This design comes from an exercise in tuning for small area, a short achievable clock period and few clock cycles per item on the open sky130 flow, not from production work. RTL that was checked went through simulation tests only; none was proved equivalent to the original. No functional check of the RTL was part of runs 5 to 7. Power and IR drop assume default switching activity.

===== flow/run.sh =====
#!/bin/bash
# synth_recipe.tcl (not shown) runs the flow's synth.tcl, then flattens the netlist and writes it again
# the make line also repeats each setting of config.mk as NAME=value (left out here)
make -C /OpenROAD-flow-scripts/flow DESIGN_CONFIG=/design/flow/config.mk WORK_HOME=/design/flow/orfs CLKGATE_MAP_FILE= SYNTH_SCRIPT=/design/flow/synth_recipe.tcl finish

===== flow/config.mk =====
export PLATFORM = sky130hd
export DESIGN_NAME = echo_distance_moving_average
export DESIGN_NICKNAME = echo_distance_moving_average
export VERILOG_FILES = /design/flow/design.v
export SDC_FILE = /design/flow/constraint.sdc
export NUM_CORES = 4
export LEC_CHECK = 0
export CAP_MARGIN = 20
export CORE_MARGIN = 2
export CORE_UTILIZATION = 55
export CTS_CLUSTER_DIAMETER = 80
export CTS_CLUSTER_SIZE = 20
export SETUP_SLACK_MARGIN = 3.0
export SLEW_MARGIN = 20
export TNS_END_PERCENT = 5

===== flow/constraint.sdc =====
create_clock -name core_clock -period 5.5 [get_ports {clk}]
set_input_delay 1.1000 -clock core_clock [delete_from_list [all_inputs] [get_ports {clk}]]
set_output_delay 1.1000 -clock core_clock [all_outputs]
set_load 0.01 [all_outputs]

===== flow/design.v =====
package edma_pkg;
	localparam int ECHO_W          = 16;
	localparam int DIST_W          = 19;
	localparam int CFG_W           = 5;
	localparam int MAX_SAMPLES_DEF = 16;
	localparam int DIST_MUL_W = 11;
	localparam int PROD_W     = ECHO_W + DIST_MUL_W;
	localparam logic [DIST_MUL_W-1:0] DIST_MUL = DIST_MUL_W'(1114);
	localparam int DIST_SHIFT = 8;
endpackage
module echo_distance_moving_average #(
	parameter int MAX_SAMPLES = edma_pkg::MAX_SAMPLES_DEF
) (
	input  logic                       clk,
	input  logic                       arst_n,
	input  logic                       echo_valid,
	output logic                       echo_ready,
	input  logic [edma_pkg::ECHO_W-1:0] echo_us,
	output logic                       result_valid,
	input  logic                       result_ready,
	output logic [edma_pkg::DIST_W-1:0] result_distance_q8,
	output logic                       result_valid_res,
	input  logic                       cfg_wr_en,
	input  logic [edma_pkg::CFG_W-1:0] cfg_wr_data
);
	localparam int EW  = edma_pkg::ECHO_W;
	localparam int DW  = edma_pkg::DIST_W;
	localparam int TW  = DW + 4;       
	localparam int NS  = 16;           
	localparam int NST = 10;           
	logic adv_q;
	logic          v0_q;
	logic [EW-1:0] us0_q;
	logic [EW+2:0] a0_q;        
	always_ff @(posedge clk or negedge arst_n) begin
		if (!arst_n) v0_q <= 1'b0;
		else if (adv_q) v0_q <= echo_valid;
	end
	always_ff @(posedge clk) begin
		if (adv_q) begin
			us0_q <= echo_us;
			a0_q  <= {echo_us, 2'd0} + {3'd0, echo_us};
		end
	end
	logic          vm_q, zm_q;
	logic [EW-1:0] usm_q;
	logic [EW+7:0] b_q;         
	logic          v1_q, z1_q;
	logic [DW-1:0] d1_q;
	logic [EW+10:0] prod;
	assign prod = {usm_q, 10'd0} + {3'd0, b_q};
	always_ff @(posedge clk or negedge arst_n) begin
		if (!arst_n) begin
			vm_q <= 1'b0;
			v1_q <= 1'b0;
		end else if (adv_q) begin
			vm_q <= v0_q;
			v1_q <= vm_q;
		end
	end
	always_ff @(posedge clk) begin
		if (adv_q) begin
			usm_q <= us0_q;
			b_q   <= {1'b0, a0_q, 4'd0} + {4'd0, a0_q, 1'b0};
			zm_q  <= (us0_q == '0);
			d1_q  <= prod[EW+10:8];
			z1_q  <= zm_q;
		end
	end
	logic [4:0]    win_q;       
	logic [4:0]    fill_q;      
	logic          full_q;      
	logic [DW-1:0] ring [NS];
	logic [DW-1:0] oldest;
	logic          v2_q, z2_q;
	logic [DW:0]   delta2_q;    
	logic [NS-1:0] ins;         
	logic [4:0]    n2_q;
	logic [5:0]    n32_q;       
	logic          push;
	logic [4:0]    fill_nx;
	logic [4:0]    cfg_w;
	always_comb begin
		cfg_w = cfg_wr_data;
		if (cfg_wr_data == '0) cfg_w = 5'd1;
		else if (cfg_wr_data > 5'd16) cfg_w = 5'd16;
	end
	assign push    = adv_q && v1_q && !z1_q;
	assign fill_nx = full_q ? fill_q : fill_q + 5'd1;
	assign oldest  = ring[NS-1];
	always_comb begin
		for (int i = 0; i < NS; i++) ins[i] = (5'(i) == 5'(16) - win_q);
	end
	always_ff @(posedge clk) begin
		if (push) begin
			ring[0] <= d1_q;
			for (int i = 1; i < NS; i++) ring[i] <= ins[i] ? d1_q : ring[i-1];
		end
	end
	always_ff @(posedge clk or negedge arst_n) begin
		if (!arst_n) begin
			win_q  <= 5'd1;
			fill_q <= '0;
			full_q <= 1'b0;
			v2_q   <= 1'b0;
		end else begin
			if (adv_q) v2_q <= v1_q;
			if (cfg_wr_en) begin
				win_q  <= cfg_w;
				fill_q <= '0;
				full_q <= 1'b0;
			end else if (adv_q && v1_q) begin
				if (z1_q) begin
					fill_q <= '0;
					full_q <= 1'b0;
				end else begin
					fill_q <= fill_nx;
					full_q <= fill_nx == win_q;
				end
			end
		end
	end
	always_ff @(posedge clk) begin
		if (adv_q) begin
			z2_q   <= z1_q;
			delta2_q <= {1'b0, d1_q} - {1'b0, full_q ? oldest : '0};
			n2_q   <= z1_q ? 5'd1 : fill_nx;
			n32_q  <= z1_q ? 6'd3 : {1'b0, fill_nx} + {fill_nx, 1'b0};
		end
	end
	logic          v3_q, z3_q;
	logic [TW-1:0] total_q;
	logic [4:0]    n3_q;
	logic [5:0]    n33_q;
	always_ff @(posedge clk or negedge arst_n) begin
		if (!arst_n) begin
			total_q <= '0;
			v3_q    <= 1'b0;
		end else begin
			if (adv_q) v3_q <= v2_q;
			if (cfg_wr_en) begin
				total_q <= '0;
			end else if (adv_q && v2_q) begin
				total_q <= z2_q ? '0 : total_q + {{(TW-DW-1){delta2_q[DW]}}, delta2_q};
			end
		end
	end
	always_ff @(posedge clk) begin
		if (adv_q) begin
			z3_q  <= z2_q;
			n3_q  <= n2_q;
			n33_q <= n32_q;
		end
	end
	function automatic logic [3+DW:0] div_r4(input logic [3:0] r, input logic [DW-1:0] dvd,
	                                         input logic [4:0] n, input logic [5:0] n3);
		logic [5:0] x;
		logic [6:0] d1, d2, d3;
		logic       g1, g2, g3;
		logic [3:0] ro;
		x  = {r, dvd[DW-1 -: 2]};
		d1 = {1'b0, x} - {2'b0, n};
		d2 = {1'b0, x} - {1'b0, n, 1'b0};
		d3 = {1'b0, x} - {1'b0, n3};
		g1 = !d1[6];
		g2 = !d2[6];
		g3 = !d3[6];
		ro = g3 ? d3[3:0] : g2 ? d2[3:0] : g1 ? d1[3:0] : x[3:0];
		div_r4 = {ro, dvd[DW-3:0], g2, g3 | (g1 & !g2)};
	endfunction
	function automatic logic [3+DW:0] div_r2(input logic [3:0] r, input logic [DW-1:0] dvd,
	                                         input logic [4:0] n);
		logic [4:0] t;
		logic [5:0] d;
		t = {r, dvd[DW-1]};
		d = {1'b0, t} - {1'b0, n};
		div_r2 = d[5] ? {t[3:0], dvd[DW-2:0], 1'b0} : {d[3:0], dvd[DW-2:0], 1'b1};
	endfunction
	logic [3:0]    rem_q [NST-1];
	logic [DW-1:0] dvd_q [NST-1];
	logic [4:0]    nd_q  [NST-1];
	logic [5:0]    n3d_q [NST-1];
	logic          vd_q  [NST-1];
	logic          zd_q  [NST-1];
	logic [3+DW:0] dres  [NST];
	always_comb begin
		dres[0] = div_r4(total_q[TW-1:DW], total_q[DW-1:0], n3_q, n33_q);
		for (int k = 1; k < NST - 1; k++)
			dres[k] = div_r4(rem_q[k-1], dvd_q[k-1], nd_q[k-1], n3d_q[k-1]);
		dres[NST-1] = div_r2(rem_q[NST-2], dvd_q[NST-2], nd_q[NST-2]);
	end
	always_ff @(posedge clk or negedge arst_n) begin
		if (!arst_n) begin
			for (int k = 0; k < NST - 1; k++) vd_q[k] <= 1'b0;
		end else if (adv_q) begin
			vd_q[0] <= v3_q;
			for (int k = 1; k < NST - 1; k++) vd_q[k] <= vd_q[k-1];
		end
	end
	always_ff @(posedge clk) begin
		if (adv_q) begin
			{rem_q[0], dvd_q[0]} <= dres[0];
			nd_q[0]  <= n3_q;
			n3d_q[0] <= n33_q;
			zd_q[0]  <= z3_q;
			for (int k = 1; k < NST - 1; k++) begin
				{rem_q[k], dvd_q[k]} <= dres[k];
				nd_q[k]  <= nd_q[k-1];
				n3d_q[k] <= n3d_q[k-1];
				zd_q[k]  <= zd_q[k-1];
			end
		end
	end
	logic          xv;
	logic [DW-1:0] xd;
	logic          xr;
	assign xv = vd_q[NST-2];
	assign xd = dres[NST-1][DW-1:0];
	assign xr = !zd_q[NST-2];
	logic          ov_q, sv_q;
	logic [DW-1:0] od_q, sd_q;
	logic          or_q, sr_q;
	logic take, inc;
	logic ov_nx, sv_nx;
	assign take = ov_q && result_ready;
	assign inc  = adv_q && xv;
	always_comb begin
		ov_nx = ov_q;
		sv_nx = sv_q;
		if (take) begin
			if (sv_q) begin
				ov_nx = 1'b1;
				sv_nx = inc;
			end else begin
				ov_nx = inc;
				sv_nx = 1'b0;
			end
		end else if (inc) begin
			if (ov_q) sv_nx = 1'b1;
			else      ov_nx = 1'b1;
		end
	end
	always_ff @(posedge clk or negedge arst_n) begin
		if (!arst_n) begin
			ov_q  <= 1'b0;
			sv_q  <= 1'b0;
			adv_q <= 1'b1;
		end else begin
			ov_q  <= ov_nx;
			sv_q  <= sv_nx;
			adv_q <= !(ov_nx && sv_nx);
		end
	end
	always_ff @(posedge clk) begin
		if (take) begin
			if (sv_q) begin
				od_q <= sd_q;
				or_q <= sr_q;
			end else begin
				od_q <= xd;
				or_q <= xr;
			end
			sd_q <= xd;
			sr_q <= xr;
		end else if (ov_q) begin
			if (!sv_q) begin
				sd_q <= xd;
				sr_q <= xr;
			end
		end else begin
			od_q <= xd;
			or_q <= xr;
		end
	end
	assign echo_ready         = adv_q;
	assign result_valid       = ov_q;
	assign result_distance_q8 = od_q;
	assign result_valid_res   = or_q;
endmodule

==> impl_metrics.ini, run 1 <==
[sta]
rsz0062_at_grt = true
final_critical_path_setup_slack_ns = 2.789
finalHoldViolCount = 0
fmax_mhz = 368.9
final.hold.worst_slack_ns = 0.4094
finalClockSkew_ns = 0.02450
min_period_ns = 2.711
finalMaxSlewViolations = 0
slew-limit-headroom_pct = 27.44
final.period_utilization_pct = 49.28
final.setup.tns_ns = 0
setup-violations-final = 0
tightest_slew_ns = 1.086

[logic_synthesis]
avgSynthCellArea_um2 = 14.95
ys_top_cells_by_area = sky130_fd_sc_hd__edfxtp_1 60%, sky130_fd_sc_hd__mux2_2 9.5%, sky130_fd_sc_hd__ha_1 7.4%
ys_seq_area_share_pct = 63.71
post_synth_instance_area_um2 = 38440
synth.most_common_cell = sky130_fd_sc_hd__edfxtp_1
postSynthNetCount = 2858
synth_top_area_share_pct = 60.38
ys_seq_elements = 824
synthArstFlopShare_pct = 6.189
synth_warnings = 9
ys_top_cells_by_count = 773 x sky130_fd_sc_hd__edfxtp_1, 323 x sky130_fd_sc_hd__mux2_2, 228 x sky130_fd_sc_hd__ha_1
synth.lib_cells_used.distinct = 67
synth_top_flop_cell = sky130_fd_sc_hd__edfxtp_1
synth_enable_flop_cells = 773
synth_largest_area_cell = sky130_fd_sc_hd__edfxtp_1
synthCells = 2572

[placed_design]
placed_cells = 3500
place_worst_setup_slack_ns = 1.582
gp_routability_congestion = 0.7967
placement.io_buffers = 47
hpwlAfterDp_um = 44070

[critical_path]
ff_to_ff_start = full_q
required_ns = 5.96
critical_path.reg2reg.endpoint = delta2_q[17]
worst_setup_path_end_kind = flip-flop
crit_path_start_kind = flip-flop
critPathKind = flip-flop to flip-flop
worstPathMaxFanout = 5
ff2ff_path_depth = 11
timing.critical_path.arrival_ns = 3.17
worst-r2r-setup-slack_ns = 2.79

[hold_path]
min_path_cells = 0
hold_start = dvd_q[4][13]
hold_path_class = flip-flop to flip-flop
hold_end = dvd_q[5][15]

[layout]
instances_no_fill = 3638
area_growth_syn_to_layout_pct = 10.40
layout.nets = 2963
antenna-diode-count = 0
final_core_util_pct = 61.56
proportion_of_layout_cells_with_a_drive_suffix_above_1_pct = 21.57
final.fill_count = 5289

[pwr]
power.leakage_nw = 16.10
power.density_cell_area_nw_per_um2 = 640.8
ir_worst_vdd_mv = 0.3259

[drt]
remaining_drc_errors = 0
routed_via_density = 5.502
routed_wl_um = 67220
detailedRoute.firstIterationViolations = 1237
detail_route.first_pass.iterations = 4
num_vias = 20017
wl_per_cell_um = 18.48
post_route_ant_nets = 0

[clock_network]
clk_transition_reported_paths_ns = 0.09
cts-root-buf = sky130_fd_sc_hd__clkbuf_16
cts-buffers-inserted = 48
clockBufferDepth = 3
clock_latency_ns = 0.61
clock_tree.htree_level_count = 2
cts.sink_count = 824
post_cts_hold_buffer_count = 0
clock_tree_from_tritoncts = done

[global_route]
globalRoute.totalOverflow = 0
first_pass_grt_wire_length_um = 108400
grt_pass1_vias = 20597
globalRouteTotalUtil_pct = 19.07
grt_max_degree = 162
grt_antenna_before_repair = 0

[die]
die_h_um = 268.4
fp-row-count = 96
die-width_um = 268.4
die-area_um2 = 72030
top_level_ports = 48
starting_density_of_the_core_pct = 55.76
core-area_um2 = 68950

[outcome]
status = finished clean

[run]
max_capacitance_violation_total = 0
==> layout by cell type (no fill, tap or decap), types with 15 or more instances in the layout <==
cell type and count:
sky130_fd_sc_hd__inv_1 159, sky130_fd_sc_hd__mux2i_1 37, sky130_fd_sc_hd__a21o_1 52, sky130_fd_sc_hd__o21a_1 54, sky130_fd_sc_hd__edfxtp_1 773, sky130_fd_sc_hd__fa_1 28
sky130_fd_sc_hd__dfrtp_1 46, sky130_fd_sc_hd__nand2_1 106, sky130_fd_sc_hd__a22o_1 21, sky130_fd_sc_hd__nor2_1 82, sky130_fd_sc_hd__clkbuf_16 50, sky130_fd_sc_hd__xor2_1 43
sky130_fd_sc_hd__ha_1 212, sky130_fd_sc_hd__xnor2_1 83, sky130_fd_sc_hd__clkbuf_1 21, sky130_fd_sc_hd__a21oi_1 99, sky130_fd_sc_hd__mux2_2 323, sky130_fd_sc_hd__nand2b_1 26
sky130_fd_sc_hd__buf_4 70, sky130_fd_sc_hd__clkdlybuf4s50_1 32, sky130_fd_sc_hd__o21bai_1 15, sky130_fd_sc_hd__nor2b_1 35, sky130_fd_sc_hd__ha_4 15, sky130_fd_sc_hd__o21ai_0 87
==> cell families (layout without fill, tap and decap cells) <==
family | Yosys count | after routing | share of synthesized area, %
AO/OA/AOI/OAI | 407 | 407 | 6.760
multiplexers | 364 | 364 | 10.57
buffers and inverters | 244 | 378 | 2.509
AND/OR/NAND/NOR | 343 | 344 | 4.404
flip-flops | 824 | 824 | 63.71
XOR/XNOR | 130 | 130 | 2.962
adder cells (fa/ha/maj) | 260 | 260 | 9.087
==> sequential cells by signal (all words and copies together), names as in the netlist, 4 cells and up <==
signal,count
a0_q,17
b_q,16
d1_q,19
delta2_q,20
dvd_q,171
fill_q,5
n2_q,4
n32_q,6
n33_q,5
n3_q,5
n3d_q,48
nd_q,37
od_q,19
rem_q,36
ring,304
sd_q,19
total_q,23
us0_q,16
usm_q,16
vd_q,9
win_q,5
zd_q,9
==> worst max path at each step <==
| stage | from | endpoint | slack, ns |
|---|---|---|---|
| finish | full_q | delta2_q[17] | 2.79 |
| global route | full_q | delta2_q[17] | 2.68 |
| CTS | full_q | n32_q[5] | 2.84 |
| detailed placement | echo_us[3] | a0_q[17] | 1.58 |
| global placement | echo_us[2] | a0_q[18] | 1.68 |
| floorplan | adv_q | ring[0][0] | -3.08 |
==> metal layers <==
layer | wire length [um] | vias to the layer above | GRT usage (%)
met5 | 0 | - | 0
met4 | 1457 | 0 | 4.895
met3 | 1729 | 93 | 2.337
met2 | 34800 | 217 | 34.86
met1 | 29230 | 9937 | 24.03
li1 | - | 9770 | -
==> critical path: stages, from the launching register on <==
cell and delay, ns:
sky130_fd_sc_hd__dfrtp_2 0.44, sky130_fd_sc_hd__buf_12 0.15, sky130_fd_sc_hd__nand2_8 0.06, sky130_fd_sc_hd__ha_4 0.19, sky130_fd_sc_hd__nor2b_2 0.14, sky130_fd_sc_hd__o21a_1 0.20, sky130_fd_sc_hd__o21ai_2 0.24, sky130_fd_sc_hd__a21oi_2 0.10
sky130_fd_sc_hd__o211ai_1 0.32, sky130_fd_sc_hd__o21ai_2 0.14, sky130_fd_sc_hd__or4_1 0.48, sky130_fd_sc_hd__nand4_1 0.08
==> per-stage QoR <==
stage	area (um2)	power (mW)
finish	42440	27.19
global route	42440	29.39
CTS	42000	27.26
detailed placement	40040	23.26
global placement	40030	22.86
floorplan	38450	20.59
==> power by group <==
part	internal [mW]	total [mW]	switching (mW)	leakage, nW
registers	11.3	12.8	1.53	8.28
clock network	1.76	3.70	1.94	0.691
logic	4.90	10.7	5.80	7.13
total	17.9	27.2	9.26	16.1
==> cell type report <==
cell class	instances	area (um2)	area share (%)
Clock buffer	73	1358	3.199
Clock inverter	7	66.31	0.1563
Inverter	167	628.1	1.480
Multi-Input combinational cell	1505	13520	31.85
Sequential cell	824	24500	57.73
Tap cell	931	1165	2.745
Timing Repair Buffer	131	1207	2.845
==> repair_timing <==
item | in CTS | in global routing
gates cloned | 3 | 0
pin swaps | 34 | 24
setup endpoints to repair | 347 | 262
setup buffers | 29 | 26
gates resized for setup | 104 | 52
Testbench counts, summed over its fixed seeds: cycles 5,975, items 5,207.
==> inputs of run 2 (changes only) <==
--- a/flow/config.mk
+++ b/flow/config.mk
@@ -14,2 +14,2 @@
 export SLEW_MARGIN = 20
-export TNS_END_PERCENT = 5
+export TNS_END_PERCENT = 20
==> run 2 against run 1 <==
Compared with the run above:
- still clean on timing, DRC and antenna
- sequential power is essentially flat
- sequential cell count stayed put
- combinational power is essentially flat
- highest routed layer unchanged
==> impl_metrics.ini, run 2 <==
[outcome]
status = finished clean

[global_route]
first_pass_grt_wire_length_um = 109300
globalRouteTotalUtil_pct = 19.23
grt_antenna_before_repair = 0
grt_pass1_vias = 20737
globalRoute.totalOverflow = 0
grt.met3_usage_pct = 2.337
grt_use_met2_pct = 35.13
grt_max_degree = 162
gr-usage-met1_pct = 24.27
grt-busiest-layer = met2

[layout]
layout.cells.most_common_list = 773 x sky130_fd_sc_hd__edfxtp_1, 323 x sky130_fd_sc_hd__mux2_2, 207 x sky130_fd_sc_hd__ha_1
layout.nets = 2966
largest-register = ring
antenna-diode-count = 0
instances_no_fill = 3641
most_common_cell_after_layout_fill_and_taps_aside = sky130_fd_sc_hd__edfxtp_1
proportion_of_layout_cells_with_a_drive_suffix_above_1_pct = 22.25
final_core_util_pct = 61.81
final.fill_count = 5286
area_growth_syn_to_layout_pct = 10.85
largest_register_ffs = 304

[clock_network]
clock_tree_from_tritoncts = done
clock_tree.htree_level_count = 2
post_cts_hold_buffer_count = 0
cts-buffers-inserted = 48
cts.sink_count = 824
clock_latency_ns = 0.61
clk_transition_reported_paths_ns = 0.09
cts-root-buf = sky130_fd_sc_hd__clkbuf_16
clockBufferDepth = 3

[die]
starting_density_of_the_core_pct = 55.76
die-area_um2 = 72030
die-width_um = 268.4
core-area_um2 = 68950
die_h_um = 268.4
fp-row-count = 96
top_level_ports = 48

[logic_synthesis]
ys_top_cells_by_area = sky130_fd_sc_hd__edfxtp_1 60%, sky130_fd_sc_hd__mux2_2 9.5%, sky130_fd_sc_hd__ha_1 7.4%
synth_enable_flop_cells = 773
yosys.area_share.simple_pct = 4.404
synth_top_flop_cell = sky130_fd_sc_hd__edfxtp_1
post_synth_instance_area_um2 = 38440
postSynthNetCount = 2858
ys_top_cells_by_count = 773 x sky130_fd_sc_hd__edfxtp_1, 323 x sky130_fd_sc_hd__mux2_2, 228 x sky130_fd_sc_hd__ha_1
synth_top_area_share_pct = 60.38
multiplexer_share_of_the_synthesized_area_pct = 10.57
ys_seq_area_share_pct = 63.71
synthCells = 2572
ys_seq_elements = 824
synthXorXnorAreaFrac_pct = 2.962
synth_warnings = 9
synthArstFlopShare_pct = 6.189
synth.lib_cells_used.distinct = 67
synth_compound_gate_area_share_pct = 6.760
avgSynthCellArea_um2 = 14.95
synth-adder-area-share_pct = 9.087
synth.most_common_cell = sky130_fd_sc_hd__edfxtp_1
largest_family_of_logic_cells_by_synthesized_area = multiplexers
synth_largest_area_cell = sky130_fd_sc_hd__edfxtp_1

[pwr]
power.density_cell_area_nw_per_um2 = 641.2
post-layout-total-power_mw = 27.32
power.leakage_nw = 16.22
ir_worst_vdd_mv = 0.3257

[critical_path]
critPathKind = flip-flop to flip-flop
crit_path_max_incr_delay_ns = 0.42
crit_path_frequent_cell = sky130_fd_sc_hd__o21ai_2
required_ns = 5.86
worstPathMaxFanout = 5
worst-r2r-setup-slack_ns = 2.84
crit_path_start_kind = flip-flop
crit_buf_inv = 2
sequence_of_cells_on_the_critical_path = buf_12 -> and2_4 -> ha_4 -> inv_2 -> fa_2 -> a211oi_4 -> o21ai_2 -> o2111ai_2 -> a311oi_2 -> o21ai_2 -> nand2b_1 -> a21oi_2 -> xnor2_1
slowest_stage = sky130_fd_sc_hd__dfrtp_2
ff2ff_path_depth = 13
critical_path_depth = 13
worst_setup_path_end_kind = flip-flop
timing.critical_path.arrival_ns = 3.03
timing.critical_path.max_delay_family = compound AO/OA/AOI/OAI gates

[run]
max_capacitance_violation_total = 0

[sta]
fmax_mhz = 375.7
min_period_ns = 2.661
final_critical_path_setup_slack_ns = 2.839
rsz0062_at_grt = true
final.period_utilization_pct = 48.39
tightest_slew_ns = 1.085
setup-violations-final = 0
finalClockSkew_ns = 0.02467
finalMaxSlewViolations = 0
finalHoldViolCount = 0
slew-limit-headroom_pct = 27.50

[placed_design]
place_worst_setup_slack_ns = 1.582
hpwlAfterDp_um = 44070
placement.io_buffers = 47
placed_cells = 3500
gp_routability_congestion = 0.7967

[drt]
remaining_drc_errors = 0
routed_wl_um = 67630
routed_via_density = 5.526
post_route_ant_nets = 0
detail_route.first_pass.iterations = 5
detailedRoute.firstIterationViolations = 1175
wl_per_cell_um = 18.57
num_vias = 20120

[hold_path]
hold_path_class = flip-flop to flip-flop
min_path_cells = 0
run 2: through the flow:
stage / instance area [um2] / hold WS, ns / TNS (ns)
global placement: 40030 / 0.4003 / 0
floorplan: 38450 / 0.4003 / -936.67
CTS: 42260 / 0.4129 / 0
finish: 42610 / 0.4097 / 0
detailed placement: 40040 / 0.4045 / 0
global route: 42610 / 0.4176 / 0
run 2: timing repair:
item | in CTS | in global routing
buffers inserted | 40 | 18
resized for setup | 135 | 57
endpoints found under the hold margin | 0 | 0
pin swaps | 43 | 24
cloned | 3 | 0
setup endpoints to repair | 347 | 165
run 2: final cells by class:
| type | count | area [um2] | share of cell area [%] |
|---|---|---|---|
| multi-input cells | 1505 | 13630 | 31.98 |
| clock buffers | 73 | 1358 | 3.186 |
| flip-flops and latches | 824 | 24500 | 57.50 |
| well taps | 931 | 1165 | 2.734 |
| inverters | 167 | 628.1 | 1.474 |
| repair buffers | 134 | 1266 | 2.971 |
| clock inverters | 7 | 66.31 | 0.1556 |
run 2: worst reg2reg max path, cell delays in order (launching register included):
cell,delay (ns)
sky130_fd_sc_hd__dfrtp_2,0.42
sky130_fd_sc_hd__buf_12,0.14
sky130_fd_sc_hd__and2_4,0.15
sky130_fd_sc_hd__ha_4,0.12
sky130_fd_sc_hd__inv_2,0.04
sky130_fd_sc_hd__fa_2,0.41
sky130_fd_sc_hd__a211oi_4,0.25
sky130_fd_sc_hd__o21ai_2,0.09
sky130_fd_sc_hd__o2111ai_2,0.11
sky130_fd_sc_hd__a311oi_2,0.18
sky130_fd_sc_hd__o21ai_2,0.20
sky130_fd_sc_hd__nand2b_1,0.09
sky130_fd_sc_hd__a21oi_2,0.14
sky130_fd_sc_hd__xnor2_1,0.08
run 2: where the power goes:
part	switching, mW	leakage, nW	internal [mW]
combinational	5.87	7.25	4.97
clock	1.94	0.691	1.76
sequential	1.52	8.27	11.3
total	9.32	16.2	18.0
run 2: cells by family (layout without fill, tap and decap cells):
kind of cell    Yosys count  count (layout)
mux                     364             364
fa+ha+maj               260             260
buf+inv                 244             381
xor+xnor                130             130
compound gates          407             407
simple gates            343             344
flops                   824             824
run 2: routing by layer:
metal,vias up,wire [um]
met5,-,0
met4,0,1457
met3,93,1948
met2,239,35060
met1,10007,29160
li1,9781,-
run 2: path summary, 6_finish.rpt:
kind | start | end
min in group asynchronous | arst_n | vd_q[5]
setup / recovery | full_q | delta2_q[16]
setup reg to reg | full_q | delta2_q[16]
max in group asynchronous | arst_n | total_q[18]
hold reg to reg | dvd_q[4][13] | dvd_q[5][15]
hold / removal | dvd_q[4][13] | dvd_q[5][15]
==> inputs of run 3 (changes only) <==
--- a/flow/config.mk
+++ b/flow/config.mk
@@ -12,2 +12,3 @@
 export CTS_CLUSTER_SIZE = 20
+export PLACE_DENSITY = 0.7
 export SETUP_SLACK_MARGIN = 3.0
==> run 3 against run 2 <==
Compared with the run above:
- routed wire length fell by 2.9%
- non-clock buffer count rose by 2
- critical path depth fell by 12
==> impl_metrics.ini, run 3 <==
[critical_path]
crit_buf_inv = 1
required_ns = 4.40
timing.critical_path.arrival_ns = 1.50
worst_setup_path_end_kind = output port
timing.critical_path.max_delay_family = flip-flops
critPathKind = flip-flop to output port
slowest_stage = sky130_fd_sc_hd__dfstp_4
sequence_of_cells_on_the_critical_path = buf_6
worstPathMaxFanout = 8
crit_path_start_kind = flip-flop
crit_path_max_incr_delay_ns = 0.74

[logic_synthesis]
synth_warnings = 9
post_synth_instance_area_um2 = 38440
synthArstFlopShare_pct = 6.189
ys_seq_area_share_pct = 63.71
ys_seq_elements = 824
avgSynthCellArea_um2 = 14.95
synth.lib_cells_used.distinct = 67
ys_top_cells_by_area = sky130_fd_sc_hd__edfxtp_1 60%, sky130_fd_sc_hd__mux2_2 9.5%, sky130_fd_sc_hd__ha_1 7.4%
synth_top_area_share_pct = 60.38
synth_top_flop_cell = sky130_fd_sc_hd__edfxtp_1
synthCells = 2572
postSynthNetCount = 2858
synth.most_common_cell = sky130_fd_sc_hd__edfxtp_1
ys_top_cells_by_count = 773 x sky130_fd_sc_hd__edfxtp_1, 323 x sky130_fd_sc_hd__mux2_2, 228 x sky130_fd_sc_hd__ha_1
synth_largest_area_cell = sky130_fd_sc_hd__edfxtp_1
synth_enable_flop_cells = 773

[sta]
fmax_mhz = 384.1
final.setup.tns_ns = 0
tightest_slew_ns = 1.091
final.period_utilization_pct = 47.34
setup-violations-final = 0
final.hold.worst_slack_ns = 0.4138
finalHoldViolCount = 0
slew-limit-headroom_pct = 27.28
finalClockSkew_ns = 0.01641
min_period_ns = 2.603
rsz0062_at_grt = true
finalMaxSlewViolations = 0

[drt]
detailedRoute.firstIterationViolations = 1383
post_route_ant_nets = 0
wl_per_cell_um = 18.01
routed_wl_um = 65640
routed_via_density = 5.538
num_vias = 20186
detail_route.first_pass.iterations = 5
remaining_drc_errors = 0

[global_route]
grt.met3_usage_pct = 2.327
globalRouteTotalUtil_pct = 18.42
grt_antenna_before_repair = 0
grt_max_degree = 161
grt_use_met2_pct = 33.68
first_pass_grt_wire_length_um = 105900
gr-usage-met1_pct = 22.75
grt_pass1_vias = 20767
grt-busiest-layer = met2
globalRoute.totalOverflow = 0

[layout]
layout.cells.most_common_list = 773 x sky130_fd_sc_hd__edfxtp_1, 323 x sky130_fd_sc_hd__mux2_2, 208 x sky130_fd_sc_hd__ha_1
final_area_um2 = 42640
most_common_cell_after_layout_fill_and_taps_aside = sky130_fd_sc_hd__edfxtp_1
proportion_of_layout_cells_with_a_drive_suffix_above_1_pct = 22.03
largest_register_ffs = 304
largest-register = ring
area_growth_syn_to_layout_pct = 10.92
layout.nets = 2968
antenna-diode-count = 0

[die]
core-area_um2 = 68950
die-width_um = 268.4
top_level_ports = 48
fp-row-count = 96
die-area_um2 = 72030
starting_density_of_the_core_pct = 55.76
die_h_um = 268.4

[pwr]
power.density_cell_area_nw_per_um2 = 645.0
power.leakage_nw = 16.18
ir_worst_vdd_mv = 0.4187

[clock_network]
clock_tree_from_tritoncts = done
cts-buffers-inserted = 48
clock_latency_ns = 0.60
cts.sink_count = 824
cts-root-buf = sky130_fd_sc_hd__clkbuf_16
clockBufferDepth = 3
clk_transition_reported_paths_ns = 0.08
clock_tree.htree_level_count = 2

[outcome]
status = finished clean

[placed_design]
hpwlAfterDp_um = 42690
gp_routability_congestion = 0.8374
placement.io_buffers = 47
placement_cell_area_um2 = 39990

[run]
max_capacitance_violation_total = 0

[hold_path]
hold_path_class = flip-flop to flip-flop
-- run 3: cell types whose count changed in the layout (fill, tap and decap cells not counted), moves of 5 or more --
cell and change:
sky130_fd_sc_hd__clkdlybuf4s50_1 +9, sky130_fd_sc_hd__dlymetal6s2s_1 -9, sky130_fd_sc_hd__buf_2 -7, sky130_fd_sc_hd__clkbuf_2 +5, sky130_fd_sc_hd__inv_1 +5, sky130_fd_sc_hd__inv_2 -5
-- run 3: where the power goes --
group	total [mW]	leakage, nW	switching (mW)	internal [mW]
Clock	3.72	0.699	1.95	1.77
Combinational	11.0	7.21	5.98	5.07
Sequential	12.7	8.28	1.47	11.3
-- run 3: path summary, 6_finish.rpt --
path                               from            to  slack [ns]  depth (start not counted)
max                               adv_q    echo_ready        2.90                          1
min                        dvd_q[5][12]  dvd_q[6][14]        0.41                          0
max reg2reg                  total_q[0]   total_q[20]        2.90                         11
min reg2reg                dvd_q[5][12]  dvd_q[6][14]        0.41                          0
max in group asynchronous        arst_n     fill_q[0]        4.27                          2
min in group asynchronous        arst_n       vd_q[7]        0.64                          2
-- run 3: logic make-up (layout without fill, tap and decap cells) --
group                      count (synthesis)  count (layout)  share of synthesized area [%]
muxes                                    364             364                          10.57
buffers and inverters                    244             385                          2.509
adders and majority gates                260             260                          9.087
AOI/OAI and AO/OA                        407             407                          6.760
xor gates and xnor gates                 130             130                          2.962
and+or+nand+nor                          343             344                          4.404
DFF                                      824             824                          63.71
-- run 3: final cells by class --
cell class	instances	area (um2)
Sequential cell	824	24500
Clock inverter	8	83.83
Tap cell	931	1165
Timing Repair Buffer	136	1277
Inverter	167	628.1
Multi-Input combinational cell	1505	13620
Clock buffer	74	1365
Fill cell	5184	26310
-- run 3: routing by layer --
metal / vias to the layer above / wire, um
met5: - / 0
met4: 0 / 1685
met3: 106 / 2022
met2: 266 / 34040
met1: 10028 / 27890
li1: 9786 / -
-- run 3: through the flow --
| stage | power (mW) | utilization, % | instances | setup slack [ns] |
|---|---|---|---|---|
| finish | 27.50 | 61.84 | 3645 | 2.897 |
| CTS | 27.31 | 60.93 | 3612 | 2.775 |
| detailed placement | 23.19 | 58.00 | 3493 | 1.663 |
| floorplan | 20.59 | - | 2572 | -3.081 |
| global placement | 22.65 | 57.98 | 3493 | 1.679 |
| global route | 29.57 | 61.84 | 3645 | 2.793 |
-- run 3: what timing repair did --
action	4_1_cts	5_1_grt
resized for setup	92	81
cloned	1	1
pin swaps	27	36
endpoints found under the setup margin	612	336
hold buffers	0	0
buffers inserted	36	32
==> inputs of run 4 (changes only) <==
--- a/flow/config.mk
+++ b/flow/config.mk
@@ -9,8 +9,7 @@
 export CORE_MARGIN = 2
-export CORE_UTILIZATION = 55
+export CORE_UTILIZATION = 65
 export CTS_CLUSTER_DIAMETER = 80
 export CTS_CLUSTER_SIZE = 20
-export PLACE_DENSITY = 0.7
+export PLACE_DENSITY = 0.8
 export SETUP_SLACK_MARGIN = 3.0
 export SLEW_MARGIN = 20
-export TNS_END_PERCENT = 20
==> run 4 against run 3 <==
Compared with the run above:
- synthesized cell count is the same
- register-to-register slack lost 0.11 ns
- synthesized area is the same
==> impl_metrics.ini, run 4 <==
[pwr]
power.density_cell_area_nw_per_um2 = 650.5
post-layout-total-power_mw = 27.78
ir_worst_vdd_mv = 0.6398
part_of_the_power_in_the_clock_network_pct = 13.0
power_report.internal_total_mw = 18.15
relative_contribution_of_combinational_cells_to_total_power_pct = 41.0
power.leakage_nw = 16.34
power.sequential.fraction_pct = 46.1
power.share.switching_pct = 34.67
net-switching-power_mw = 9.629

[logic_synthesis]
post_synth_instance_area_um2 = 38440
ys_seq_area_share_pct = 63.71
synth_largest_area_cell = sky130_fd_sc_hd__edfxtp_1
synth.lib_cells_used.distinct = 67
avgSynthCellArea_um2 = 14.95
synthArstFlopShare_pct = 6.189
postSynthNetCount = 2858
synthCells = 2572
synth_top_flop_cell = sky130_fd_sc_hd__edfxtp_1
synth_warnings = 9
synth_enable_flop_cells = 773
ys_seq_elements = 824
synth_top_area_share_pct = 60.38
synth.most_common_cell = sky130_fd_sc_hd__edfxtp_1
ys_top_cells_by_area = sky130_fd_sc_hd__edfxtp_1 60%, sky130_fd_sc_hd__mux2_2 9.5%, sky130_fd_sc_hd__ha_1 7.4%
ys_top_cells_by_count = 773 x sky130_fd_sc_hd__edfxtp_1, 323 x sky130_fd_sc_hd__mux2_2, 228 x sky130_fd_sc_hd__ha_1

[die]
die-area_um2 = 61100
fp-row-count = 89
die-width_um = 247.2
die_h_um = 247.2
starting_density_of_the_core_pct = 65.38
top_level_ports = 48
core-area_um2 = 58800

[sta]
finalHoldViolCount = 0
finalMaxSlewViolations = 0
min_period_ns = 2.710
rsz0062_at_grt = true
slew-limit-headroom_pct = 36.67
tightest_slew_ns = 0.9476
final.setup.tns_ns = 0
final_critical_path_setup_slack_ns = 2.790
fmax_mhz = 369.0
setup-violations-final = 0
finalClockSkew_ns = 0.01352
final.period_utilization_pct = 49.28

[clock_network]
clock_latency_ns = 0.61
cts.sink_count = 824
post_cts_hold_buffer_count = 0
clock_tree_from_tritoncts = done
clk_transition_reported_paths_ns = 0.09
cts-root-buf = sky130_fd_sc_hd__clkbuf_16
clock_tree.htree_level_count = 2
clockBufferDepth = 3
cts-buffers-inserted = 48

[outcome]
status = finished clean

[drt]
detailedRoute.firstIterationViolations = 1250
post_route_ant_nets = 0
routed_via_density = 5.836
remaining_drc_errors = 0
routed_wl_um = 66780
wl_per_cell_um = 19.07
detail_route.first_pass.iterations = 4
num_vias = 20433

[global_route]
grt_antenna_before_repair = 0
grt_pass1_vias = 21004
globalRouteTotalUtil_pct = 21.82
first_pass_grt_wire_length_um = 106200
grt_max_degree = 149
globalRoute.totalOverflow = 0

[critical_path]
critical_path.startpoint = full_q
crit_path_start_kind = flip-flop
critical_path.endpoint = delta2_q[17]
ff2ff_path_depth = 13
sequence_of_cells_on_the_critical_path = buf_8 -> buf_12 -> nand2_8 -> ha_4 -> nor2b_4 -> o21a_1 -> o21ai_2 -> a21oi_2 -> o211ai_1 -> buf_4 -> o21ai_4 -> or4_1 -> nand4_1
timing.critical_path.max_delay_family = compound AO/OA/AOI/OAI gates
worst_setup_path_end_kind = flip-flop
crit_buf_inv = 3
worstPathMaxFanout = 5
critical_path.reg2reg.endpoint = delta2_q[17]
critical_path_depth = 13
timing.critical_path.arrival_ns = 3.19
ff_to_ff_start = full_q
critPathKind = flip-flop to flip-flop
required_ns = 5.98
worst-r2r-setup-slack_ns = 2.79
crit_path_max_incr_delay_ns = 0.48
slowest_stage = sky130_fd_sc_hd__or4_1

[hold_path]
hold_path_class = flip-flop to flip-flop

[placed_design]
placement.io_buffers = 47
gp_routability_congestion = 0.8555
place_worst_setup_slack_ns = 1.751
placement_cell_area_um2 = 39970
hpwlAfterDp_um = 43000

[layout]
area_growth_syn_to_layout_pct = 11.08
layout.nets = 2984
antenna-diode-count = 0
largest_register_ffs = 304
proportion_of_layout_cells_with_a_drive_suffix_above_1_pct = 23.57
largest-register = ring
layout.cells.most_common_list = 773 x sky130_fd_sc_hd__edfxtp_1, 311 x sky130_fd_sc_hd__mux2_2, 202 x sky130_fd_sc_hd__ha_1
final_area_um2 = 42700
final.fill_count = 3645
most_common_cell_after_layout_fill_and_taps_aside = sky130_fd_sc_hd__edfxtp_1
register_cell_area_after_layout_um2 = 24500
multi_input_comb_area_um2 = 13800

[run]
max_capacitance_violation_total = 0
[run 4: kinds of logic (layout without fill, tap and decap cells)]
family,after synthesis,in the layout,synth area share [%]
DFF,824,824,63.71
AOI/OAI and AO/OA,407,407,6.760
muxes,364,364,10.57
and+or+nand+nor,343,344,4.404
adders and majority gates,260,260,9.087
buffers and inverters,244,399,2.509
xor gates and xnor gates,130,130,2.962
[run 4: stage by stage]
step                hold WS, ns  instances  util (%)
floorplan                0.4003       2572         -
global placement         0.4011       3333     67.96
detailed placement       0.4045       3333     67.98
CTS                      0.4202       3455     71.44
global route             0.4228       3501     72.62
finish                   0.4165       3501     72.62
[run 4: power by group through the flow]
stage / Clock, mW / Sequential (mW) / Combinational (mW)
floorplan: 0 / 12.9 / 7.81
global placement: 0 / 12.9 / 9.76
detailed placement: 0 / 13.1 / 10.2
CTS: 3.70 / 12.9 / 10.8
global route: 3.91 / 13.1 / 12.8
finish: 3.60 / 12.8 / 11.4
[run 4: metal layers]
layer	track usage [%]	wire length, um	vias to the layer above
li1	-	-	9801
met1	26.08	27320	10222
met2	40.89	35720	300
met3	3.039	1962	110
met4	6.358	1779	0
met5	0	0	-
[run 4: worst min-delay path by stage]
stage,from,endpoint,depth (start not counted)
after floorplan,b_q[8],d1_q[0],0
after global placement,dvd_q[2][16],dvd_q[3][18],0
after detailed placement,dvd_q[1][1],dvd_q[2][3],0
after CTS,dvd_q[4][7],dvd_q[5][9],0
after global routing,dvd_q[4][9],dvd_q[5][11],0
final,dvd_q[2][7],dvd_q[3][9],0
[run 4: layout make-up]
type	count	area share, %
flip-flops and latches	824	57.38
multi-input cells	1505	32.31
repair buffers	152	3.338
clock buffers	71	3.065
well taps	773	2.265
inverters	167	1.477
clock inverters	9	0.1612
[run 4: what timing repair did]
| item | 4_1_cts | 5_1_grt |
|---|---|---|
| gates cloned | 2 | 1 |
| pin swaps | 40 | 74 |
| endpoints found under the setup margin | 599 | 269 |
| resized for setup | 122 | 97 |
| buffers inserted | 40 | 44 |
==> inputs of run 5 (changes only) <==
--- a/flow/design.v
+++ b/flow/design.v
@@ -31,2 +31,3 @@
 	logic adv_q;
+	logic rdy_q;                
 	logic          v0_q;
@@ -36,3 +37,3 @@
 		if (!arst_n) v0_q <= 1'b0;
-		else if (adv_q) v0_q <= echo_valid;
+		else if (adv_q) v0_q <= echo_valid && rdy_q;
 	end
@@ -72,2 +73,4 @@
 	logic          full_q;      
+	logic [5:0]    fill3_q;     
+	logic [5:0]    fill3_nx;
 	logic [DW-1:0] ring [NS];
@@ -88,3 +91,4 @@
 	assign push    = adv_q && v1_q && !z1_q;
-	assign fill_nx = full_q ? fill_q : fill_q + 5'd1;
+	assign fill_nx  = full_q ? fill_q : fill_q + 5'd1;
+	assign fill3_nx = full_q ? fill3_q : fill3_q + 6'd3;
 	assign oldest  = ring[NS-1];
@@ -102,5 +106,6 @@
 			win_q  <= 5'd1;
-			fill_q <= '0;
-			full_q <= 1'b0;
-			v2_q   <= 1'b0;
+			fill_q  <= '0;
+			fill3_q <= '0;
+			full_q  <= 1'b0;
+			v2_q    <= 1'b0;
 		end else begin
@@ -109,11 +114,14 @@
 				win_q  <= cfg_w;
-				fill_q <= '0;
-				full_q <= 1'b0;
+				fill_q  <= '0;
+				fill3_q <= '0;
+				full_q  <= 1'b0;
 			end else if (adv_q && v1_q) begin
 				if (z1_q) begin
-					fill_q <= '0;
-					full_q <= 1'b0;
+					fill_q  <= '0;
+					fill3_q <= '0;
+					full_q  <= 1'b0;
 				end else begin
-					fill_q <= fill_nx;
-					full_q <= fill_nx == win_q;
+					fill_q  <= fill_nx;
+					fill3_q <= fill3_nx;
+					full_q  <= fill_nx == win_q;
 				end
@@ -127,3 +135,3 @@
 			n2_q   <= z1_q ? 5'd1 : fill_nx;
-			n32_q  <= z1_q ? 6'd3 : {1'b0, fill_nx} + {fill_nx, 1'b0};
+			n32_q  <= z1_q ? 6'd3 : fill3_nx;
 		end
@@ -247,2 +255,3 @@
 			adv_q <= 1'b1;
+			rdy_q <= 1'b0;
 		end else begin
@@ -251,2 +260,3 @@
 			adv_q <= !(ov_nx && sv_nx);
+			rdy_q <= !(ov_nx && sv_nx);
 		end
@@ -274,3 +284,3 @@
 	end
-	assign echo_ready         = adv_q;
+	assign echo_ready         = rdy_q;
 	assign result_valid       = ov_q;
--- a/flow/config.mk
+++ b/flow/config.mk
@@ -9,6 +9,5 @@
 export CORE_MARGIN = 2
-export CORE_UTILIZATION = 65
-export CTS_CLUSTER_DIAMETER = 80
-export CTS_CLUSTER_SIZE = 20
-export PLACE_DENSITY = 0.8
+export CORE_UTILIZATION = 60
+export CTS_CLUSTER_DIAMETER = 100
+export CTS_CLUSTER_SIZE = 30
 export SETUP_SLACK_MARGIN = 3.0
==> run 5 against run 4 <==
Compared with the run above:
- via count is 3.9% higher
- maximum frequency is 6.1% lower
- critical endpoint is now total_q[22]
- synthesized area is 2.0% higher
- critical path depth stayed put
- critical path type unchanged
- non-clock buffer count is 92 higher
- sequential power is 3% lower
- sequential cell count is 17 higher
- die area is 10% higher
- routed wire length is 4.2% higher
==> impl_metrics.ini, run 5 <==
[die]
starting_density_of_the_core_pct = 60.74
die-area_um2 = 67430
die_h_um = 259.7
core-area_um2 = 64580
top_level_ports = 48
die-width_um = 259.7
fp-row-count = 93

[global_route]
grt_max_degree = 142
grt_pass1_vias = 21332
grt-busiest-layer = met2
globalRouteTotalUtil_pct = 20.52
grt.met3_usage_pct = 2.135
grt_antenna_before_repair = 0
gr-usage-met1_pct = 25.24
globalRoute.totalOverflow = 0
grt_use_met2_pct = 37.48
first_pass_grt_wire_length_um = 110500

[placed_design]
placement.io_buffers = 47
placed_cells = 3517
place_worst_setup_slack_ns = 1.691
gp_routability_congestion = 0.8621
hpwlAfterDp_um = 45570

[logic_synthesis]
multiplexer_share_of_the_synthesized_area_pct = 10.35
synth-adder-area-share_pct = 9.047
synth_compound_gate_area_share_pct = 6.456
yosys.area_share.simple_pct = 5.378
ys_top_cells_by_count = 783 x sky130_fd_sc_hd__edfxtp_1, 326 x sky130_fd_sc_hd__mux2_2, 234 x sky130_fd_sc_hd__ha_1
postSynthNetCount = 2965
ys_top_cells_by_area = sky130_fd_sc_hd__edfxtp_1 60%, sky130_fd_sc_hd__mux2_2 9.4%, sky130_fd_sc_hd__ha_1 7.5%
largest_family_of_logic_cells_by_synthesized_area = multiplexers
synthCells = 2674
synth.lib_cells_used.distinct = 68
post_synth_instance_area_um2 = 39220
synthXorXnorAreaFrac_pct = 2.702
synth_top_area_share_pct = 59.94
synth.most_common_cell = sky130_fd_sc_hd__edfxtp_1
ys_seq_elements = 841
synth_warnings = 9
synth_enable_flop_cells = 783
avgSynthCellArea_um2 = 14.67
synthArstFlopShare_pct = 6.897
synth_top_flop_cell = sky130_fd_sc_hd__edfxtp_1
ys_seq_area_share_pct = 63.65
synth_largest_area_cell = sky130_fd_sc_hd__edfxtp_1

[layout]
largest-register = ring
layout.nets = 3162
instances_no_fill = 3747
final_core_util_pct = 68.50
register_cell_area_after_layout_um2 = 24980
area_growth_syn_to_layout_pct = 12.79
largest_register_ffs = 304
multi_input_comb_area_um2 = 14280
antenna-diode-count = 0
proportion_of_layout_cells_with_a_drive_suffix_above_1_pct = 26.31
final.fill_count = 4439
layout.cells.most_common_list = 783 x sky130_fd_sc_hd__edfxtp_1, 314 x sky130_fd_sc_hd__mux2_2, 200 x sky130_fd_sc_hd__ha_1
most_common_cell_after_layout_fill_and_taps_aside = sky130_fd_sc_hd__edfxtp_1

[pwr]
power.leakage_nw = 16.96
ir_worst_vdd_mv = 0.2992
power.density_cell_area_nw_per_um2 = 616.8

[sta]
final.hold.worst_slack_ns = 0.4175
tightest_slew_ns = 0.9964
final.period_utilization_pct = 52.48
final.setup.tns_ns = 0
final_critical_path_setup_slack_ns = 2.614
rsz0062_at_grt = true
setup-violations-final = 0
finalHoldViolCount = 0
slew-limit-headroom_pct = 33.41
finalClockSkew_ns = 0.03541
finalMaxSlewViolations = 0
min_period_ns = 2.886
fmax_mhz = 346.5

[clock_network]
clock_latency_ns = 0.60
clock_tree_from_tritoncts = done
cts.sink_count = 841
cts-root-buf = sky130_fd_sc_hd__clkbuf_16
cts-buffers-inserted = 35
clock_tree.htree_level_count = 2
post_cts_hold_buffer_count = 0
clockBufferDepth = 3
clk_transition_reported_paths_ns = 0.11

[drt]
wl_per_cell_um = 18.58
routed_via_density = 5.663
detailedRoute.firstIterationViolations = 1298
remaining_drc_errors = 0
num_vias = 21220
routed_wl_um = 69610
detail_route.first_pass.iterations = 5
post_route_ant_nets = 0

[critical_path]
timing.critical_path.arrival_ns = 3.37
worst-r2r-setup-slack_ns = 2.61
required_ns = 5.98
sequence_of_cells_on_the_critical_path = ha_4 -> fa_2 -> a211oi_4 -> o21a_1 -> o221ai_2 -> a211oi_2 -> o211ai_1 -> buf_4 -> buf_6 -> buf_6 -> a21oi_2 -> or4_1 -> o211ai_1
crit_path_max_incr_delay_ns = 0.44
slowest_stage = sky130_fd_sc_hd__dfrtp_1
crit_path_start_kind = flip-flop
critPathKind = flip-flop to flip-flop
worst_setup_path_end_kind = flip-flop
worstPathMaxFanout = 3

[outcome]
status = finished clean

[hold_path]
hold_path_class = flip-flop to flip-flop

[run]
max_capacitance_violation_total = 0
[run 5: cell count changes after synthesis, sizes merged, moves of 8 or more]
cell	previous run	this run
nor3	16	25
a211oi	12	24
edfxtp	773	783
a21o	52	37
o21bai	16	8
clkbuf	60	76
nor2	84	102
nand2	109	138
a21oi	113	102
o21ai	99	115
nor2b	38	51
buf	17	9
xnor2	84	75
a22o	21	4
[run 5: logic make-up after synthesis]
logic type,Yosys count
multiplexers,365
flip-flops,841
AO/OA/AOI/OAI,401
AND/OR/NAND/NOR,431
XOR/XNOR,121
adder cells (fa/ha/maj),265
buffers and inverters,250
[run 5: report_power, final]
group	total (mW)	internal (mW)	switching, mW
Combinational	11.7	5.64	6.04
Sequential	12.4	10.9	1.45
Clock	3.21	1.34	1.87
[run 5: path summary, 6_finish.rpt]
kind | end | depth (start not counted) | start
setup reg to reg | total_q[22] | 13 | total_q[0]
setup / recovery | total_q[22] | 13 | total_q[0]
max in group asynchronous | total_q[4] | 2 | arst_n
min in group asynchronous | vd_q[1] | 2 | arst_n
hold reg to reg | dvd_q[1][14] | 0 | dvd_q[0][12]
hold / removal | dvd_q[1][14] | 0 | dvd_q[0][12]
[run 5: what timing repair did]
action,in CTS,in global routing
endpoints found under the setup margin,616,170
gates resized for setup,145,111
cloned,2,1
pin swaps,83,60
buffers inserted,90,79
[run 5: routing by layer]
layer	part of all wire, %	vias to the layer above
li1	-	10287
met1	42	10559
met2	53	269
met3	2.3	105
met4	3.3	0
met5	0	-
[run 5: stage by stage]
stage | total power [mW] | cell area (um2)
2_1_floorplan | 19.96 | 39530
3_3_place_gp | 22.05 | 40940
3_5_place_dp | 22.51 | 40960
4_1_cts | 26.56 | 43270
5_1_grt | 29.31 | 44240
6_report | 27.28 | 44240
[run 5: worst max-delay path, delay by kind of cell (launching register included)]
kind / cells / cell delay, ns
compound gates: 7 / 1.22
fa+ha+maj: 2 / 0.61
buf+inv: 3 / 0.37
flops: 1 / 0.44
simple gates: 1 / 0.13
[run 5: cell type report]
type | instances | share of cell area, %
Clock buffer | 52 | 2.220
Clock inverter | 6 | 0.2178
Inverter | 165 | 1.406
Multi-Input combinational cell | 1584 | 32.28
Sequential cell | 841 | 56.48
Tap cell | 855 | 2.418
Timing Repair Buffer | 244 | 4.981
==> inputs of run 6 (changes only) <==
--- a/flow/config.mk
+++ b/flow/config.mk
@@ -7,8 +7,7 @@
 export LEC_CHECK = 0
+export ABC_AREA = 1
 export CAP_MARGIN = 20
 export CORE_MARGIN = 2
-export CORE_UTILIZATION = 60
-export CTS_CLUSTER_DIAMETER = 100
-export CTS_CLUSTER_SIZE = 30
-export SETUP_SLACK_MARGIN = 3.0
+export CORE_UTILIZATION = 55
+export SETUP_SLACK_MARGIN = 2.85
 export SLEW_MARGIN = 20
==> run 6 against run 5 <==
Compared with the run above:
- still clean
- largest power group unchanged
- critical path depth shrank 8
- non-clock buffer count shrank 170
- routed wire length grew 20%
- first-iteration DRC count grew 77%
- setup slack gained 0.12 ns
- clock-buffer cell count grew 58
- synthesized cell count grew 39%
==> impl_metrics.ini, run 6 <==
[outcome]
status = finished clean

[pwr]
ir_worst_vdd_mv = 0.4432
post-layout-total-power_mw = 30.37
part_of_the_power_in_the_clock_network_pct = 19.9
relative_contribution_of_combinational_cells_to_total_power_pct = 37.7
power.density_cell_area_nw_per_um2 = 674.4
power.share.switching_pct = 37.81
net-switching-power_mw = 11.48
power.sequential.fraction_pct = 42.4
power.leakage_nw = 19.31
power_report.internal_total_mw = 18.89

[layout]
largest-register = ring
largest_register_ffs = 304
final.fill_count = 5913
area_growth_syn_to_layout_pct = 11.28
register_cell_area_after_layout_um2 = 24980
layout.nets = 4074
layout.cells.most_common_list = 880 x sky130_fd_sc_hd__nand2_1, 783 x sky130_fd_sc_hd__edfxtp_1, 409 x sky130_fd_sc_hd__inv_1
most_common_cell_after_layout_fill_and_taps_aside = sky130_fd_sc_hd__nand2_1
multi_input_comb_area_um2 = 13490
proportion_of_layout_cells_with_a_drive_suffix_above_1_pct = 5.859
antenna-diode-count = 0

[sta]
rsz0062_at_grt = true
setup-violations-final = 0
min_period_ns = 2.768
finalHoldViolCount = 0
slew-limit-headroom_pct = 30.41
tightest_slew_ns = 1.044
finalMaxSlewViolations = 0
final.setup.tns_ns = 0
fmax_mhz = 361.3
final.period_utilization_pct = 50.32
final_critical_path_setup_slack_ns = 2.732
finalClockSkew_ns = 0.02963

[logic_synthesis]
synthCells = 3721
synth_top_flop_cell = sky130_fd_sc_hd__edfxtp_1
postSynthNetCount = 4012
synth.lib_cells_used.distinct = 45
post_synth_instance_area_um2 = 40470
largest_family_of_logic_cells_by_synthesized_area = simple AND/OR/NAND/NOR gates
synth_top_area_share_pct = 58.11
synthXorXnorAreaFrac_pct = 1.951
avgSynthCellArea_um2 = 10.87
synth_enable_flop_cells = 783
ys_seq_elements = 841
synth_warnings = 9
synth_compound_gate_area_share_pct = 8.141
yosys.area_share.simple_pct = 14.12
synth.most_common_cell = sky130_fd_sc_hd__nand2_1
synth_largest_area_cell = sky130_fd_sc_hd__edfxtp_1
synthArstFlopShare_pct = 6.897
ys_top_cells_by_count = 886 x sky130_fd_sc_hd__nand2_1, 783 x sky130_fd_sc_hd__edfxtp_1, 410 x sky130_fd_sc_hd__inv_1
multiplexer_share_of_the_synthesized_area_pct = 0.04947
synth-adder-area-share_pct = 8.769
ys_top_cells_by_area = sky130_fd_sc_hd__edfxtp_1 58%, sky130_fd_sc_hd__nand2_1 8.2%, sky130_fd_sc_hd__ha_1 7.2%
ys_seq_area_share_pct = 61.70

[critical_path]
critical_path.reg2reg.endpoint = ring[13][5]
timing.critical_path.max_delay_family = simple AND/OR/NAND/NOR gates
crit_buf_inv = 0
timing.critical_path.arrival_ns = 3.21
crit_path_frequent_cell = sky130_fd_sc_hd__nand3_2
crit_path_start_kind = flip-flop
worst_setup_path_end_kind = flip-flop
sequence_of_cells_on_the_critical_path = nor2_4 -> nand3_2 -> xor2_4 -> nand3_2 -> o21ai_0
critical_path.endpoint = ring[13][5]
worst-r2r-setup-slack_ns = 2.73
slowest_stage = sky130_fd_sc_hd__nand3_2
ff_to_ff_start = win_q[1]
crit_path_max_incr_delay_ns = 0.79
critical_path.startpoint = win_q[1]
ff2ff_path_depth = 5
worstPathMaxFanout = 38
required_ns = 5.94
critical_path_depth = 5
critPathKind = flip-flop to flip-flop

[run]
max_capacitance_violation_total = 0

[die]
core-area_um2 = 72960
top_level_ports = 48
starting_density_of_the_core_pct = 55.46
die-area_um2 = 75760
fp-row-count = 99
die_h_um = 275.2
die-width_um = 275.2

[drt]
top_signal_layer_used = met4
remaining_drc_errors = 0
wl_per_cell_um = 17.40
routed_via_density = 5.417
met2RoutedLength_um = 37770
num_vias = 26086
wl_met3_um = 3944
detail_route.first_pass.iterations = 5
detailedRoute.firstIterationViolations = 2299
post_route_ant_nets = 0
route.layer.met1.wl_um = 40640
routed_wl_um = 83810

[global_route]
first_pass_grt_wire_length_um = 134000
grt_max_degree = 96
grt_antenna_before_repair = 2
grt_pass1_vias = 24827
globalRouteTotalUtil_pct = 22.35
globalRoute.totalOverflow = 0

[placed_design]
place_worst_setup_slack_ns = 2.216
gp_routability_congestion = 0.8965
hpwlAfterDp_um = 57810
placement.io_buffers = 47

[clock_network]
cts.sink_count = 841
post_cts_hold_buffer_count = 0
cts-root-buf = sky130_fd_sc_hd__clkbuf_16
clk_transition_reported_paths_ns = 0.06
clock_latency_ns = 0.65
clock_tree.htree_level_count = 3
clockBufferDepth = 3
clock_tree_from_tritoncts = done
cts-buffers-inserted = 88

[hold_path]
hold_path_class = flip-flop to flip-flop
-- run 6: changes by cell type after synthesis, sizes merged, moves of 30 or more --
cell   change
nand2    +749
mux2     -326
o21ai    +287
inv      +248
nand3    +156
nor2      +92
a21oi     +84
o21a      -58
xnor2     -54
nor2b     -51
nand4     +50
buf       +39
mux2i     -37
a21o      -30
-- run 6: worst min path at each step --
stage	startpoint	to	slack (ns)	depth (start not counted)
after floorplan	b_q[8]	d1_q[0]	0.40	0
after global placement	dvd_q[7][11]	dvd_q[8][13]	0.40	0
after detailed placement	dvd_q[0][9]	dvd_q[1][11]	0.40	0
after CTS	dvd_q[2][15]	dvd_q[3][17]	0.40	0
after global routing	dvd_q[1][14]	dvd_q[2][16]	0.42	0
final	dvd_q[1][14]	dvd_q[2][16]	0.40	0
-- run 6: per-stage QoR --
| stage | cells | utilization (%) | instance area, um2 | hold slack (ns) |
|---|---|---|---|---|
| after floorplan | 3721 | - | 40570 | 0.4003 |
| after global placement | 4642 | 57.30 | 41800 | 0.4004 |
| after detailed placement | 4643 | 57.32 | 41820 | 0.4045 |
| after CTS | 4813 | 61.56 | 44910 | 0.3960 |
| after global routing | 4816 | 61.72 | 45030 | 0.4160 |
| final | 4816 | 61.72 | 45030 | 0.3951 |
-- run 6: cell type report --
cell class / instances / area share (%)
clock inverters: 54 / 1.384
multi-input cells: 2365 / 29.95
clock buffers: 110 / 5.207
repair buffers: 74 / 1.873
inverters: 413 / 3.457
well taps: 959 / 2.665
flip-flops and latches: 841 / 55.47
-- run 6: what timing repair did --
action,in CTS,in global routing
cloned,3,0
endpoints found under the hold margin,0,0
pin swaps,1,0
buffers inserted,3,2
resized for setup,19,13
endpoints found under the setup margin,462,313
-- run 6: power by group through the flow --
stage          sequential [mW]  combinational [mW]  clock, mW
2_1_floorplan             12.9                8.10          0
3_3_place_gp              13.1                10.9          0
3_5_place_dp              13.1                11.2          0
4_1_cts                   13.0                11.4       6.17
5_1_grt                   13.2                13.2       6.41
6_report                  12.9                11.4       6.03
-- run 6: worst register-to-register path, delay by kind of cell, from the launching register on --
family                    cells  cell delay (ns)
DFF                           1             0.49
AOI/OAI and AO/OA             1             0.53
xor gates and xnor gates      1             0.42
and+or+nand+nor               3             1.14
-- run 6: kinds of logic (layout without fill, tap and decap cells) --
family,after synthesis,after routing
buf+inv,516,651
flops,841,841
fa+ha+maj,265,265
mux,2,2
compound gates,636,636
xor+xnor,88,88
simple gates,1373,1374
-- run 6: metal layers --
metal / vias to the layer above / global-route usage (%)
met5: - / 0
met4: 0 / 5.249
met3: 103 / 2.766
met2: 631 / 34.26
met1: 12386 / 34.23
li1: 12966 / -
==> inputs of run 7 (changes only) <==
--- a/flow/config.mk
+++ b/flow/config.mk
@@ -7,3 +7,2 @@
 export LEC_CHECK = 0
-export ABC_AREA = 1
 export CAP_MARGIN = 20
@@ -11,2 +10,4 @@
 export CORE_UTILIZATION = 55
+export CTS_CLUSTER_DIAMETER = 80
+export CTS_CLUSTER_SIZE = 20
 export SETUP_SLACK_MARGIN = 2.85
==> run 7 against run 6 <==
Compared with the run above:
- critical path depth is 13 higher
- via count fell by 20%
- hold slack better by 0.022 ns
- register-to-register slack worse by 0.06 ns
- synthesized cell count down 28%
- utilization up 0.63 points
- die area decreased by 3.0%
==> impl_metrics.ini, run 7 <==
[outcome]
status = finished clean

[layout]
most_common_cell_after_layout_fill_and_taps_aside = sky130_fd_sc_hd__edfxtp_1
layout.cells.most_common_list = 783 x sky130_fd_sc_hd__edfxtp_1, 315 x sky130_fd_sc_hd__mux2_2, 215 x sky130_fd_sc_hd__ha_1
final_core_util_pct = 62.35
area_growth_syn_to_layout_pct = 11.70
proportion_of_layout_cells_with_a_drive_suffix_above_1_pct = 23.11
largest-register = ring

[placed_design]
gp_routability_congestion = 0.7994
hpwlAfterDp_um = 44680
placement.io_buffers = 47

[die]
fp-row-count = 97
starting_density_of_the_core_pct = 55.82
core-area_um2 = 70270
top_level_ports = 48
die-area_um2 = 73470
die-width_um = 271.1
die_h_um = 271.1

[critical_path]
worstPathMaxFanout = 2
sequence_of_cells_on_the_critical_path = ha_2 -> fa_2 -> a211oi_2 -> buf_4 -> buf_4 -> buf_4 -> buf_6 -> buf_6 -> buf_4 -> buf_6 -> buf_4 -> buf_4 -> buf_6 -> buf_6 -> o21bai_4 -> a21oi_2 -> xor2_1 -> o21ai_1
crit_path_max_incr_delay_ns = 0.38
crit_path_start_kind = flip-flop
crit_path_frequent_cell = sky130_fd_sc_hd__buf_4
critPathKind = flip-flop to flip-flop
timing.critical_path.max_delay_family = buffers and inverters
slowest_stage = sky130_fd_sc_hd__edfxtp_1

[logic_synthesis]
post_synth_instance_area_um2 = 39220
synthXorXnorAreaFrac_pct = 2.702
postSynthNetCount = 2965
synth.most_common_cell = sky130_fd_sc_hd__edfxtp_1
ys_seq_area_share_pct = 63.65
ys_seq_elements = 841
multiplexer_share_of_the_synthesized_area_pct = 10.35
ys_top_cells_by_count = 783 x sky130_fd_sc_hd__edfxtp_1, 326 x sky130_fd_sc_hd__mux2_2, 234 x sky130_fd_sc_hd__ha_1
largest_family_of_logic_cells_by_synthesized_area = multiplexers
synth_largest_area_cell = sky130_fd_sc_hd__edfxtp_1
avgSynthCellArea_um2 = 14.67
synth_top_area_share_pct = 59.94
ys_top_cells_by_area = sky130_fd_sc_hd__edfxtp_1 60%, sky130_fd_sc_hd__mux2_2 9.4%, sky130_fd_sc_hd__ha_1 7.5%

[sta]
rsz0062_at_grt = true
fmax_mhz = 353.9
finalMaxSlewViolations = 0
finalHoldViolCount = 0
final.setup.tns_ns = 0
tightest_slew_ns = 1.084
min_period_ns = 2.826
final.hold.worst_slack_ns = 0.4167
slew-limit-headroom_pct = 27.76
final.period_utilization_pct = 51.37
setup-violations-final = 0

[clock_network]
clock_tree_from_tritoncts = done
clock_latency_ns = 0.62
cts-root-buf = sky130_fd_sc_hd__clkbuf_16
cts-buffers-inserted = 49
clock_tree.htree_level_count = 2
clk_transition_reported_paths_ns = 0.08

[global_route]
globalRouteTotalUtil_pct = 18.46
first_pass_grt_wire_length_um = 110100
grt_antenna_before_repair = 1
globalRoute.totalOverflow = 0

[pwr]
net-switching-power_mw = 9.156
relative_contribution_of_combinational_cells_to_total_power_pct = 40.3
power.density_cell_area_nw_per_um2 = 617.1
post-layout-total-power_mw = 27.04
power.leakage_nw = 16.69
ir_worst_vdd_mv = 0.3563
power.sequential.fraction_pct = 45.8

[drt]
num_vias = 20742
routed_wl_um = 67540
detail_route.first_pass.iterations = 5

[run]
max_capacitance_violation_total = 0

[hold_path]
hold_path_class = flip-flop to flip-flop
## run 7: cell count changes in the layout (fill, tap and decap cells not counted), sizes merged, moves of 98 or more
cell / before / now
buf: 26 / 124
inv: 414 / 165
mux2: 0 / 326
nand2: 887 / 138
nand3: 171 / 15
o21ai: 402 / 115
## run 7: repair_timing
action,CTS,global route
resized for setup,55,98
setup endpoints to repair,230,330
gates cloned,1,1
setup buffers,44,53
endpoints found under the hold margin,0,0
pin swaps,35,60
## run 7: metrics by stage
stage                     worst slack, ns  std cells  cell area [um2]
after global routing                2.538       3783            43810
after floorplan                    -3.651       2674            39500
after global placement              1.729       3601            40990
after detailed placement            1.710       3601            40990
final                               2.675       3783            43810
after CTS                           2.643       3729            43000
## run 7: logic make-up (layout without fill, tap and decap cells)
family / count (synthesis) / count (layout)
buffers and inverters: 250 / 419
adders and majority gates: 265 / 265
AOI/OAI and AO/OA: 401 / 401
xor gates and xnor gates: 121 / 121
and+or+nand+nor: 431 / 431
muxes: 365 / 365
DFF: 841 / 841
## run 7: area by class of cell
| cell class | instances | area [um2] | area share (%) |
|---|---|---|---|
| tap | 940 | 1176 | 2.684 |
| inverter | 165 | 621.8 | 1.419 |
| multi-input combinational | 1583 | 14010 | 31.97 |
| clock inverter | 8 | 60.06 | 0.1371 |
| sequential | 841 | 24980 | 57.02 |
| clock buffer | 75 | 1388 | 3.167 |
| timing repair buffer | 171 | 1580 | 3.607 |
## run 7: path summary, 6_finish.rpt
| check | cells past startpoint | start | to | slack [ns] |
|---|---|---|---|---|
| setup / recovery | 18 | delta2_q[0] | total_q[6] | 2.67 |
| hold reg to reg | 0 | dvd_q[7][1] | dvd_q[8][3] | 0.42 |
| hold / removal | 0 | dvd_q[7][1] | dvd_q[8][3] | 0.42 |
| min in group asynchronous | 2 | arst_n | vd_q[3] | 0.66 |
| setup reg to reg | 18 | delta2_q[0] | total_q[6] | 2.67 |
| max in group asynchronous | 2 | arst_n | full_q | 4.23 |
## run 7: worst reg2reg max path, cell delays in order (launching register included)
cell and delay, ns:
sky130_fd_sc_hd__edfxtp_1 0.38, sky130_fd_sc_hd__ha_2 0.21, sky130_fd_sc_hd__fa_2 0.36, sky130_fd_sc_hd__a211oi_2 0.27, sky130_fd_sc_hd__buf_4 0.16, sky130_fd_sc_hd__buf_4 0.10, sky130_fd_sc_hd__buf_4 0.09, sky130_fd_sc_hd__buf_6 0.08
sky130_fd_sc_hd__buf_6 0.08, sky130_fd_sc_hd__buf_4 0.09, sky130_fd_sc_hd__buf_6 0.08, sky130_fd_sc_hd__buf_4 0.09, sky130_fd_sc_hd__buf_4 0.09, sky130_fd_sc_hd__buf_6 0.08, sky130_fd_sc_hd__buf_6 0.08, sky130_fd_sc_hd__o21bai_4 0.07
sky130_fd_sc_hd__a21oi_2 0.17, sky130_fd_sc_hd__xor2_1 0.16, sky130_fd_sc_hd__o21ai_1 0.08
## run 7: routing by layer
metal,vias up,GRT usage [%],part of all wire [%]
met1,10253,23.01,43
met3,101,2.183,2.4
li1,10176,-,-
met4,0,4.929,2.3
met2,212,33.89,52
met5,-,0,0
## run 7: power groups by stage
stage | clock network [mW] | registers (mW) | logic (mW)
finish | 3.75 | 12.4 | 10.9
global placement | 0 | 12.7 | 9.39
floorplan | 0 | 12.4 | 7.49
CTS | 3.90 | 12.5 | 10.2
detailed placement | 0 | 12.7 | 9.67
global route | 4.10 | 12.7 | 12.3

Re-timed with assumed drivers on the ports (clkbuf_16 on the clock, buf_2 on other inputs), run 7 has 2.674 ns of setup slack against 2.674 ns with ideal ports, and 2.272 ns once port delays also move by the mid clock arrival of 0.673 ns.
